What follows belongs to an exercise in optimizing a design on an open flow for small area and few clock cycles per item; a production flow would make more cautious choices.
Only simulation tests tie the RTL to the original design; equivalence was not proved.

Setup of run 1:
Design mac_prime2r, start of the top module:
module mac_prime2r #(
  parameter int MAX_TERMS = 1024,
  parameter int CNT_W     = 11
) (
  input  logic         clk,
  input  logic         rst_n,
  input  logic         in_valid,
  output logic         in_ready,
  input  logic         in_last,
  input  logic [23:0]  a,
  input  logic [23:0]  b,
  output logic         out_valid,
  input  logic         out_ready,
  output logic [69:0]  c,
  output logic         err
);
For scale: about 83 flip-flops, ~130 I/O pins.
export LEC_CHECK = 0
export CAP_MARGIN = 0
export CORE_MARGIN = 2
export CORE_UTILIZATION = 60
export CTS_BUF_LIST = sky130_fd_sc_hd__clkbuf_8
export GPL_TIMING_DRIVEN = 0
export SLEW_MARGIN = 0
export SYNTH_HIERARCHICAL = 1
create_clock -name core_clock -period 8.0 [get_ports {clk}]
standard.sh (not shown) runs the stock make flow with config.mk's settings and CLKGATE_MAP_FILE= SYNTH_SCRIPT=/design/flow/synth_recipe.tcl, a recipe that flattens the netlist after the stock synthesis.
==> flow/flow/run.sh <==
#!/bin/bash
# Own layout flow: the standard flow (standard.sh), with the standard
# synthesis unchanged, then the layout steps with a few extra ORFS settings
# read from flow/knobs.txt (one VAR=value per line):
#  - port buffers are plain buffers instead of the default delay-cell choice,
#  - optional extra repair/recovery settings.
# Each step's full output goes to its own log file in this folder.
set -euo pipefail
here=$(pwd)
knobs=()
if [[ -f flow/knobs.txt ]]; then
  while IFS= read -r line; do
    [[ -z "$line" || "$line" == \#* ]] && continue
    knobs+=("$line")
  done < flow/knobs.txt
fi
bash standard.sh synth > "$here/flow_synth.log" 2>&1
bash standard.sh "${knobs[@]}" finish > "$here/flow_layout.log" 2>&1
test -s out/final.def
==> flow/flow/knobs.txt <==
BUFFER_PORTS_ARGS=-buffer_cell sky130_fd_sc_hd__buf_1
REMOVE_ABC_BUFFERS=1
Testbench counts of run 1, summed over its fixed seeds: cycles 31,914, items 31,906.
### run 1 -> run 2
Settings: SLEW_MARGIN changed from 0 to 10; PLACE_DENSITY newly set to 0.75; CAP_MARGIN changed from 0 to 10; CTS_BUF_LIST changed from sky130_fd_sc_hd__clkbuf_8 to sky130_fd_sc_hd__clkbuf_8 sky130_fd_sc_hd__clkbuf_16.
==> comparison <==
The final layout from run 2, which completed every stage, passed the timing, DRC and antenna checks at the end of the flow. Run 1 did not stop at any stage, and its layout met the timing, DRC and antenna checks. Run 2 vs run 1 — maximum clock frequency dropped slightly. Summary: with run 1 as the reference, depth of the worst register-to-register path in run 2 moved up by more than 10%. Cell area (run 2 vs. run 1) increases slightly.
#### Input delta (run 3 over run 2)
Settings: CAP_MARGIN now 0, was 10; SLEW_MARGIN now 0, was 10; PLACE_DENSITY no longer set, was 0.75.
Notes after the runs:
- Taking run 2 as the reference point, the final-layout fill cell count of run 3 rises by 1.4%.
- Diff run 2 -> run 3: final worst hold slack shows an increase of 0.0044 ns; fmax shows an increase of 0.81%; placed instance area shows no meaningful change.
- Run 3 against run 2: post-place setup slack grew by 0.40 ns, worst setup margin grew by 0.063 ns, global-route usage over all layers closely matched the old numbers.
- The post-route clock period utilization of run 3 falls short of that of run 2 by 0.79 points.
- In run 3, the worst slew margin relative to its limit came out 0.95 points above the value in run 2.

---

mac_prime2r, a different RTL version from the one above (not shown whole).
For scale: roughly 1700 cells after synthesis, ~130 I/O pins, roughly 17000 um2 of cells after synthesis.
==> flow/config.mk <==
export PLATFORM = sky130hd
export DESIGN_NAME = mac_prime2r
export DESIGN_NICKNAME = mac_prime2r
export VERILOG_FILES = /design/flow/design.v
export SDC_FILE = /design/flow/constraint.sdc
export NUM_CORES = 4
export LEC_CHECK = 0
export CAP_MARGIN = 0
export CORE_MARGIN = 2
export CORE_UTILIZATION = 55
export CTS_BUF_LIST = sky130_fd_sc_hd__clkbuf_8 sky130_fd_sc_hd__clkbuf_16
export GPL_TIMING_DRIVEN = 0
export SLEW_MARGIN = 0
export SYNTH_HIERARCHICAL = 1
==> flow/constraint.sdc <==
create_clock -name core_clock -period 8.0 [get_ports {clk}]
set_input_delay 1.6000 -clock core_clock [delete_from_list [all_inputs] [get_ports {clk}]]
set_output_delay 1.6000 -clock core_clock [all_outputs]
set_load 0.01 [all_outputs]
==> flow/flow/knobs.txt <==
BUFFER_PORTS_ARGS=-buffer_cell sky130_fd_sc_hd__buf_1
RECOVER_POWER=100
Scripts as last shown in full above: flow/flow/run.sh
The baseline went through all stages and came out clean.
Testbench counts at the start, summed over its fixed seeds: cycles 31,914, items 31,906.
==> next run, changes <==
==> flow/flow/knobs.txt (replaced) <==
BUFFER_PORTS_ARGS=-buffer_cell sky130_fd_sc_hd__buf_1
CORE_UTILIZATION = 65   (was 55)
What happened: Count of clock-buffer cells in the layout went down by 2; cell area went down by 1.2%; non-clock buffer count went down by 16; routed wire length stays flat; maximum frequency went down by 0.86%; setup slack is worse by 68 ps.

==> port drivers added, routing unchanged <==
The results above use ideal ports. As a check the final layouts listed here were re-extracted and re-timed, cells and wires unchanged.
Step 1 (the two cells are an assumption about what drives the block):
set clk [get_ports {clk}]
set_driving_cell -lib_cell sky130_fd_sc_hd__clkbuf_16 $clk
set_driving_cell -lib_cell sky130_fd_sc_hd__buf_2 [delete_from_list [all_inputs] $clk]
Step 2 also shifts input and output timing later by t, the mid clock arrival at the registers, as if the neighbouring blocks saw the same clock.
a / b / c = ideal ports / drivers / drivers and shift; a / b = the first two.
| run | t (ns) | slack for setup (ns) | worst setup path after step 2 | clock arrival spread, ns | pins driven straight from the clock port |
|---|---|---|---|---|---|
| run 1 | 0.456 | 0.224 / 0.248 / -0.208 | input to register | 0.008 / 0.008 | 1 |
| run 2 | 0.425 | 0.177 / 0.205 / -0.220 | input to register | 0.010 / 0.010 | 1 |
| run 3 | 0.420 | 0.240 / 0.271 / -0.149 | input to register | 0.006 / 0.006 | 1 |
| the first run of note 2 | 0.434 | 0.203 / 0.234 / -0.200 | input to register | 0.017 / 0.017 | 1 |
| the second run of note 2 | 0.421 | 0.135 / 0.166 / -0.255 | input to register | 0.022 / 0.022 | 1 |
With both steps, setup timing fails in every run listed, where it was met with ideal ports. For run 1, which loses most, drivers alone change the setup slack by +0.024 ns; drivers and shift together by -0.432 ns.
